Context: an optimization exercise on an open-source flow, tuned for small area and a short achievable clock period. The choices shown serve that exercise and are no tape-out recipe.
The RTL was checked by simulation tests, not by an equivalence proof against the original design.
No driver is modelled on the clock port, so clock power and skew are understated where the tree is cut down; a real chip needs a root buffer or a tree.
Power and IR drop assume default switching activity.

run A:
==> flow/design.v (excerpt) <==
module row_skew_fifo_bank
#(
    parameter int ROW   = sa_pkg::SA_ROW,
    parameter int WIDTH = sa_pkg::SA_WIDTH,
    parameter int DEPTH = sa_pkg::SA_DEPTH
) (
    input  logic                 i_clk,
    input  logic                 i_rst_n,
    input  logic                 i_valid,
    input  logic                 i_last,
    input  logic [ROW*WIDTH-1:0] i_data,
    output logic                 o_ready,
    input  logic [ROW-1:0]       i_read_enable,
    output logic [ROW-1:0]       o_fifo_empty,
    output logic [ROW*WIDTH-1:0] o_data,
    output logic                 o_busy
);
==> flow/config.mk <==
export PLATFORM = sky130hd
export DESIGN_NAME = row_skew_fifo_bank
export DESIGN_NICKNAME = row_skew_fifo_bank
export VERILOG_FILES = /design/flow/design.v
export SDC_FILE = /design/flow/constraint.sdc
export NUM_CORES = 4
export LEC_CHECK = 0
export CAP_MARGIN = 20
export CORE_MARGIN = 2
export CORE_UTILIZATION = 60
export SETUP_SLACK_MARGIN = 3.25
export SLEW_MARGIN = 20
export TNS_END_PERCENT = 5
==> flow/constraint.sdc <==
create_clock -name core_clock -period 5.5 [get_ports {i_clk}]
set_input_delay 1.1000 -clock core_clock [delete_from_list [all_inputs] [get_ports {i_clk}]]
set_output_delay 1.1000 -clock core_clock [all_outputs]
set_load 0.01 [all_outputs]
standard.sh (not shown) runs the stock make flow with config.mk's settings and CLKGATE_MAP_FILE= SYNTH_SCRIPT=/design/flow/synth_recipe.tcl, a recipe that flattens the netlist after the stock synthesis.
==> flow/flow/run.sh <==
#!/bin/bash
set -e
HERE=$(cd "$(dirname "$0")" && pwd)
export CTS_ARGS="-sink_clustering_enable -repair_clock_nets -dont_use_dummy_load -sink_clustering_size 25 -sink_clustering_max_diameter 100"
export BUFFER_PORTS_ARGS="-buffer_cell sky130_fd_sc_hd__buf_2"
export POST_CTS_TCL="$HERE/post_cts.tcl"
bash standard.sh > standard.log 2>&1
==> flow/flow/post_cts.tcl <==
set block [ord::get_db_block]
set root [$block findInst clkbuf_0_i_clk]
proc pc_center { inst } {
  set b [$inst getBBox]
  return [list [expr {([$b xMin] + [$b xMax]) / 2}] [expr {([$b yMin] + [$b yMax]) / 2}]]
}
if { $root != "NULL" } {
  set in_net [[$root findITerm A] getNet]
  set out_net [[$root findITerm X] getNet]
  set loads {}
  foreach it [$out_net getITerms] {
    if { [$it getInst] != $root } { lappend loads $it }
  }
  set ok 1
  foreach it $loads {
    set m [[$it getInst] getMaster]
    if { ![string match "sky130_fd_sc_hd__clkbuf_*" [$m getName]] || [$it getMTerm] != [$m findMTerm A] } { set ok 0 }
  }
  if { $ok && [llength $loads] <= 8 && [llength [$out_net getBTerms]] == 0 } {
    while { [llength $loads] > 4 } {
      set best {}
      set bestd -1
      for {set i 0} {$i < [llength $loads]} {incr i} {
        for {set j [expr {$i + 1}]} {$j < [llength $loads]} {incr j} {
          lassign [pc_center [[lindex $loads $i] getInst]] x1 y1
          lassign [pc_center [[lindex $loads $j] getInst]] x2 y2
          set d [expr {abs($x1 - $x2) + abs($y1 - $y2)}]
          if { $bestd < 0 || $d < $bestd } { set bestd $d; set best [list $i $j] }
        }
      }
      lassign $best i j
      set keep [[lindex $loads $i] getInst]
      set drop [[lindex $loads $j] getInst]
      set keep_net [[$keep findITerm X] getNet]
      set drop_net [[$drop findITerm X] getNet]
      puts "post_cts: merging [$drop getName] into [$keep getName]"
      foreach it [$drop_net getITerms] {
        if { [$it getInst] != $drop } { $it disconnect; $it connect $keep_net }
      }
      [$drop findITerm A] disconnect
      odb::dbInst_destroy $drop
      odb::dbNet_destroy $drop_net
      set loads [lreplace $loads $j $j]
    }
    puts "post_cts: removing root clock buffer, [llength $loads] loads move to [$in_net getName]"
    foreach it $loads {
      $it disconnect
      $it connect $in_net
    }
    odb::dbInst_destroy $root
    odb::dbNet_destroy $out_net
    estimate_parasitics -placement
    repair_timing_helper -setup
    detailed_placement
    check_placement -verbose
  } else {
    puts "post_cts: root clock buffer kept, [llength $loads] loads"
  }
}
diff inputs: run A => run B
Settings: SETUP_SLACK_MARGIN changed from 3.25 to 3.4.
[summary]
Taking run A over run B, the count of non-CTS buffers in the layout ratio works out to 0.72.
Run B vs. run A: sequential share of cell area went down; maximum number of pins on one net before global-route repair went down; initial antenna violation count went down.
Input changes introduced in run C (baseline for comparison: run B):
Settings: changing SLEW_MARGIN from 20 to 10; changing SETUP_SLACK_MARGIN from 3.4 to 3.3; changing CAP_MARGIN from 20 to 10.
[summary]
Run C has completed all stages; timing, DRC and antenna checks passed. Run C against run B: post-route standard cell area excluding fillers lost 2.0%, via density per instance picked up an extra about 0.75%, clock network fraction of total power picked up an extra 0.2 points. Lower non-clock buffering overhead in the final layout among run B and run C: run C. Run B → run C: data arrival time at the worst-slack endpoint comparable; aggregate global-route resource usage now smaller; global-route congestion overflow total comparable. Run B -> run C: number of slew-limit violations in the final report delta 0, exact match. Run C vs run B on synthesis-to-layout area growth: run C is the lower one.
Here is what was changed in the inputs of run D compared with run C.
Settings: changing SLEW_MARGIN from 10 to 20; changing SETUP_SLACK_MARGIN from 3.3 to 3.35; changing CAP_MARGIN from 10 to 20; removing TNS_END_PERCENT (formerly 5).
==> flow/flow/post_cts.tcl <==
set block [ord::get_db_block]
set root [$block findInst clkbuf_0_i_clk]
if { $root != "NULL" } {
  set in_net [[$root findITerm A] getNet]
  set out_net [[$root findITerm X] getNet]
  set loads {}
  foreach it [$out_net getITerms] {
    if { [$it getInst] != $root } { lappend loads $it }
  }
  if { [llength $loads] <= 4 && [llength [$out_net getBTerms]] == 0 } {
    puts "post_cts: removing root clock buffer, [llength $loads] loads move to [$in_net getName]"
    foreach it $loads {
      $it disconnect
      $it connect $in_net
    }
    odb::dbInst_destroy $root
    odb::dbNet_destroy $out_net
    estimate_parasitics -placement
    repair_timing_helper -setup
    detailed_placement
    check_placement -verbose
  } else {
    puts "post_cts: root clock buffer kept, [llength $loads] loads"
  }
}
## What came out
Between run D and run C, it is run D whose critical path depth is lower, by 4.
Weighted congestion reported at the end of routability-driven placement, run D and run C: smaller value in run C
NOTE via density per instance run C->run D decreased slightly
Run D has completed all stages; timing, DRC and antenna checks passed.
Origin of the worst setup path: g_row[6].u_fifo.nempty_q -> run D, i_valid -> run C
Re met2 usage: run D and run C aren't equal, and the higher value belongs to run D.
Re clock period minus final worst setup slack: run D and run C aren't equal, and the lower value belongs to run C.
Summary of run D over run C: final instance area up 1400 um^2; share of power burned in the clock network up 0.4 points; final setup skew flat.
Run D against run C: routed wire length went up 1.6%, average wire per standard cell fell 1.1%.

---

Setup of 09-14:
row_skew_fifo_bank, a different RTL version from the one above (not shown whole).
Size: roughly 3300 cells after synthesis, ~190 I/O pins, roughly 55000 µm² of cells after synthesis.
Settings: LEC_CHECK=0, CAP_MARGIN=20, CORE_MARGIN=2, CORE_UTILIZATION=60, SETUP_SLACK_MARGIN=3.0, SLEW_MARGIN=20; clock period 5.5 ns.
==> flow/flow/run.sh <==
#!/bin/bash
set -e
export CTS_ARGS="-sink_clustering_enable -repair_clock_nets -dont_use_dummy_load -sink_clustering_size 30 -sink_clustering_max_diameter 120"
export BUFFER_PORTS_ARGS="-buffer_cell sky130_fd_sc_hd__buf_2"
bash standard.sh > standard.log 2>&1
--- input diff 09-14..12-26 ---
==> flow/run.sh (new file) <==
#!/bin/bash
# synth_recipe.tcl (not shown) runs the flow's synth.tcl, then flattens the netlist and writes it again
# the make line also repeats each setting of config.mk as NAME=value (left out here)
make -C /OpenROAD-flow-scripts/flow DESIGN_CONFIG=/design/flow/config.mk WORK_HOME=/design/flow/orfs CLKGATE_MAP_FILE= SYNTH_SCRIPT=/design/flow/synth_recipe.tcl finish
removed: flow/flow/run.sh
removed: flow/standard.sh
==> comparison <==
- On minimum clock period, 12-26 does worse than 09-14.
- Going from 09-14 to 12-26, the global-route usage over all layers was found to have gone up by 1.3 points.
- On 12-26: final critical-path share of the clock period is 0.86 points higher than what 09-14 gave.
- The count of buffers not belonging to the clock network in the layout reported for 12-26 is greater than that of 09-14 by about 17%.
- Summary of 12-26 over 09-14: number of buffers inserted during clock tree synthesis shows an increase of 90, iteration count of the initial detailed-routing pass -2, count of inserted tapcells shows no meaningful change, setup slack after layout has decreased.
- In the reports for 09-14 and 12-26, the larger clock distribution power belongs to 12-26.

---

== v1 ==
The RTL this note starts from:
==> flow/design.v <==
package sa_pkg;
    localparam int SA_ROW   = 9;
    localparam int SA_WIDTH = 9;
    localparam int SA_DEPTH = 16;
    typedef enum logic [1:0] {
        IDLE  = 2'd0,
        PRE   = 2'd1,
        DATA  = 2'd2,
        FLUSH = 2'd3
    } state_t;
    function automatic int cnt_width(input int n);
        cnt_width = (n > 1) ? $clog2(n) : 1;
    endfunction
endpackage
module sync_fifo
#(
    parameter int WIDTH = sa_pkg::SA_WIDTH,
    parameter int DEPTH = sa_pkg::SA_DEPTH
) (
    input  logic             i_clk,
    input  logic             i_rst_n,
    input  logic             push,
    input  logic             pop,
    input  logic [WIDTH-1:0] wdata,
    output logic [WIDTH-1:0] rdata,
    output logic             empty,
    output logic             full,
    output logic             full_d
);
    localparam int CW = $clog2(DEPTH) + 1;
    logic [WIDTH-1:0] mem [DEPTH];
    logic [CW-1:0]    count_q;
    logic [WIDTH-1:0] rdata_q, rdata_d;
    logic             empty_q, full_q, empty_d, nempty_q;
    logic             pop_ok, one, almost;
    logic [DEPTH-1:0] rsel;
    assign pop_ok  = pop & ~empty_q;
    assign one     = (count_q == CW'(1));
    assign almost  = (count_q == CW'(DEPTH - 1));
    assign empty_d = ~push & (empty_q | (one & pop));
    assign full_d  = ~pop & (full_q | (almost & push));
    always_comb begin
        for (int e = 0; e < DEPTH; e++) rsel[e] = pop & (count_q == CW'(e + 1));
        rdata_d = rdata_q & {WIDTH{~pop_ok}};
        for (int e = 0; e < DEPTH; e++) rdata_d = rdata_d | (mem[e] & {WIDTH{rsel[e]}});
    end
    assign rdata = rdata_q;
    assign empty_q = ~nempty_q;
    assign empty = empty_q;
    assign full  = full_q;
    always_ff @(posedge i_clk or negedge i_rst_n) begin
        if (!i_rst_n) begin
            count_q <= '0;
            rdata_q <= '0;
            nempty_q <= 1'b0;
            full_q  <= 1'b0;
        end else begin
            nempty_q <= ~empty_d;
            full_q  <= full_d;
            rdata_q <= rdata_d;
            if (push != pop_ok) count_q <= push ? count_q + CW'(1) : count_q - CW'(1);
        end
    end
    always_ff @(posedge i_clk) begin
        if (push) begin
            mem[0] <= wdata;
            for (int e = 1; e < DEPTH; e++) mem[e] <= mem[e-1];
        end
    end
endmodule
module row_skew_fifo_bank
#(
    parameter int ROW   = sa_pkg::SA_ROW,
    parameter int WIDTH = sa_pkg::SA_WIDTH,
    parameter int DEPTH = sa_pkg::SA_DEPTH
) (
    input  logic                 i_clk,
    input  logic                 i_rst_n,
    input  logic                 i_valid,
    input  logic                 i_last,
    input  logic [ROW*WIDTH-1:0] i_data,
    output logic                 o_ready,
    input  logic [ROW-1:0]       i_read_enable,
    output logic [ROW-1:0]       o_fifo_empty,
    output logic [ROW*WIDTH-1:0] o_data,
    output logic                 o_busy
);
    sa_pkg::state_t             state_q, state_d;
    logic [ROW-1:0]             zmask_q, zmask_d;
    logic [ROW-1:0]             push, full, full_d, empty;
    logic [ROW-1:0][WIDTH-1:0]  wdata, rdata;
    logic                       stall_q, stall_d, ready_q, ready_d, busy_q, busy_d;
    logic                       data_q, last_step, accept;
    assign accept    = ready_q & i_valid;
    assign last_step = (state_q == sa_pkg::PRE) ? zmask_q[1] : ~zmask_q[1];
    assign data_q    = (state_q == sa_pkg::DATA);
    always_comb begin
        state_d = state_q;
        zmask_d = zmask_q;
        case (state_q)
            sa_pkg::IDLE: begin
                if (i_valid) begin
                    state_d = sa_pkg::PRE;
                    zmask_d = ROW'(1) << (ROW - 1);
                end
            end
            sa_pkg::PRE: begin
                if (!stall_q) begin
                    if (last_step) begin
                        state_d = sa_pkg::DATA;
                        zmask_d = '0;
                    end else begin
                        zmask_d = zmask_q | (zmask_q >> 1);
                    end
                end
            end
            sa_pkg::DATA: begin
                if (accept && i_last) begin
                    state_d = sa_pkg::FLUSH;
                    zmask_d = {1'b0, {(ROW-1){1'b1}}};
                end
            end
            sa_pkg::FLUSH: begin
                if (!stall_q) begin
                    if (last_step) begin
                        state_d = sa_pkg::IDLE;
                        zmask_d = '0;
                    end else begin
                        zmask_d = zmask_q & (zmask_q >> 1);
                    end
                end
            end
            default: begin
                state_d = sa_pkg::IDLE;
                zmask_d = '0;
            end
        endcase
    end
    always_comb begin
        for (int r = 0; r < ROW; r++) begin
            push[r]  = accept | (zmask_q[r] & ~stall_q);
            wdata[r] = i_data[r*WIDTH +: WIDTH] & {WIDTH{data_q}};
        end
    end
    assign stall_d = |full_d;
    assign ready_d = (state_d == sa_pkg::DATA) & ~stall_d;
    assign busy_d  = (state_d != sa_pkg::IDLE);
    always_ff @(posedge i_clk or negedge i_rst_n) begin
        if (!i_rst_n) begin
            state_q <= sa_pkg::IDLE;
            zmask_q <= '0;
            stall_q <= 1'b0;
            ready_q <= 1'b0;
            busy_q  <= 1'b0;
        end else begin
            state_q <= state_d;
            zmask_q <= zmask_d;
            stall_q <= stall_d;
            ready_q <= ready_d;
            busy_q  <= busy_d;
        end
    end
    for (genvar r = 0; r < ROW; r++) begin : g_row
        sync_fifo #(
            .WIDTH (WIDTH),
            .DEPTH (DEPTH)
        ) u_fifo (
            .i_clk   (i_clk),
            .i_rst_n (i_rst_n),
            .push    (push[r]),
            .pop     (i_read_enable[r]),
            .wdata   (wdata[r]),
            .rdata   (rdata[r]),
            .empty   (empty[r]),
            .full    (full[r]),
            .full_d  (full_d[r])
        );
    end
    assign o_ready      = ready_q;
    assign o_busy       = busy_q;
    assign o_fifo_empty = empty;
    assign o_data       = rdata;
endmodule
==> flow/config.mk <==
export PLATFORM = sky130hd
export DESIGN_NAME = row_skew_fifo_bank
export DESIGN_NICKNAME = row_skew_fifo_bank
export VERILOG_FILES = /design/flow/design.v
export SDC_FILE = /design/flow/constraint.sdc
export NUM_CORES = 4
export LEC_CHECK = 0
export CAP_MARGIN = 20
export CORE_MARGIN = 2
export CORE_UTILIZATION = 60
export SETUP_SLACK_MARGIN = 3.25
export SLEW_MARGIN = 20
export TNS_END_PERCENT = 5
==> flow/constraint.sdc <==
create_clock -name core_clock -period 5.5 [get_ports {i_clk}]
set_input_delay 1.1000 -clock core_clock [delete_from_list [all_inputs] [get_ports {i_clk}]]
set_output_delay 1.1000 -clock core_clock [all_outputs]
set_load 0.01 [all_outputs]
==> flow/flow/run.sh <==
#!/bin/bash
set -e
HERE=$(cd "$(dirname "$0")" && pwd)
export CTS_ARGS="-sink_clustering_enable -repair_clock_nets -dont_use_dummy_load -sink_clustering_size 30 -sink_clustering_max_diameter 90"
export BUFFER_PORTS_ARGS="-buffer_cell sky130_fd_sc_hd__buf_2"
export POST_CTS_TCL="$HERE/post_cts.tcl"
bash standard.sh > standard.log 2>&1
Other scripts of this flow, unchanged in this note and not shown: flow/flow/post_cts.tcl
Input-level comparison between v27 and v1:
Settings: SETUP_SLACK_MARGIN changed from 3.25 to 3.2.
-- flow/flow/run.sh --
<<< v1, line 4
export CTS_ARGS="-sink_clustering_enable -repair_clock_nets -dont_use_dummy_load -sink_clustering_size 30 -sink_clustering_max_diameter 90"
>>> v27, line 4
export CTS_ARGS="-sink_clustering_enable -repair_clock_nets -dont_use_dummy_load -sink_clustering_size 25 -sink_clustering_max_diameter 100"
[v27] worst setup slack fell 0.071 ns relative to v1
Comparing v1 against v27, there is no change at all in die outline area.
Worst reg-to-reg setup slack in v27 is 0.04 ns below v1.
On maximum single-stage delay on the critical path: v27 sits above v1.
v27 vs v1: reported leakage power down in v27
Reported for v1 and v27, number of antenna-violating nets in the routed design turned out identical to the last digit.
Layout filler cell count on v27 is up relative to v1.
Diff v1 -> v27 | length in cells of the worst reg-to-reg path | increase of 2
Changes observed in v27 relative to v1: routability congestion estimate from global placement has remained practically unchanged, met3 track demand over resource in global routing shows a reduction of 0.31 points, portion of the layout cell area used by non-clock buffers shows a reduction of 0.55 points.
--- input diff v27..v36 ---
Settings: clearing TNS_END_PERCENT, which used to be 5; swapping 3.2 for 3.45 in SETUP_SLACK_MARGIN.
[summary]
Higher critical path depth among v27 and v36: v36. Delta (v36 minus v27): filler cell count has decreased; clock transition at the registers of the reported paths held; non-clock buffering overhead in the final layout increased by 6.0 points relative to the old numbers; signed area change from the synthesized netlist to the final layout grew by 11 points. Summary: with v27 as the reference, via count in v36 moved up by a few percent. Of the two values seen for end of the critical path, g_row[0].u_fifo.mem[15][4]$_DFFE_PN_ was produced by v36 and g_row[6].u_fifo.rdata_q[3]$_DFF_PN0_ by v27.
#### Input delta (v39 over v36)
Settings: SLEW_MARGIN: 20 -> 10; TNS_END_PERCENT: unset -> 5; SETUP_SLACK_MARGIN: 3.45 -> 3.25; CAP_MARGIN: 20 -> 10.
==> results.txt <==
- | combinational share of power | lower: v39 |
- v39 vs v36 on clock network fraction of design power: v39 is the higher one.
- The run showing the smaller cell count of the worst reg-to-reg path is v36.
- v39 against v36: non-clock buffer count shrank by 319, area of combinational cells with multiple inputs now sits lower.

[what the ideal ports hide]
No port has a modelled driver above. Below, the same layouts with a new extraction and two added sets of constraints.
Step 1, drivers: a clkbuf_16 drives i_clk and a buf_2 each remaining input, both assumed.
Step 2 times the ports against the registers' clock, not the clock port: input delays grow and output delays shrink by t, the midpoint of the rising clock arrivals with the driver on.
a / b / c = no drivers / after step 1 / after step 2; a / b = the first two.
run	t, ns	setup slack, ns	hold WS [ns]	worst register clock-pin slew, ns	worst slew at a driven data input, ns
run A	0.625	3.174 / 3.060 / 2.607	0.396 / 0.396 / 0.396	0.11 / 0.11	0.09
run B	0.631	3.211 / 3.096 / 2.665	0.395 / 0.395 / 0.395	0.11 / 0.11	0.11
run C	0.635	3.194 / 3.038 / 2.636	0.407 / 0.407 / 0.407	0.10 / 0.10	0.10
run D	0.719	3.099 / 3.029 / 2.479	0.409 / 0.409 / 0.409	0.10 / 0.10	0.11
09-14	0.746	2.955 / 2.882 / 2.175	0.348 / 0.310 / 0.399	0.12 / 0.12	0.14
12-26	0.811	2.907 / 2.830 / 2.065	0.436 / 0.412 / 0.436	0.07 / 0.07	0.14
v1	0.605	3.071 / 3.040 / 2.520	0.428 / 0.428 / 0.428	0.12 / 0.12	0.10
v27	0.627	3.001 / 3.007 / 2.436	0.395 / 0.395 / 0.395	0.11 / 0.11	0.09
v36	0.640	3.174 / 3.099 / 2.609	0.411 / 0.411 / 0.411	0.10 / 0.10	0.12
v39	0.633	3.157 / 3.041 / 2.608	0.408 / 0.408 / 0.408	0.11 / 0.11	0.10
After both steps setup and hold are still met in every run listed. For 12-26, which loses most, drivers alone change the setup slack by -0.077 ns; drivers and shift together by -0.842 ns.
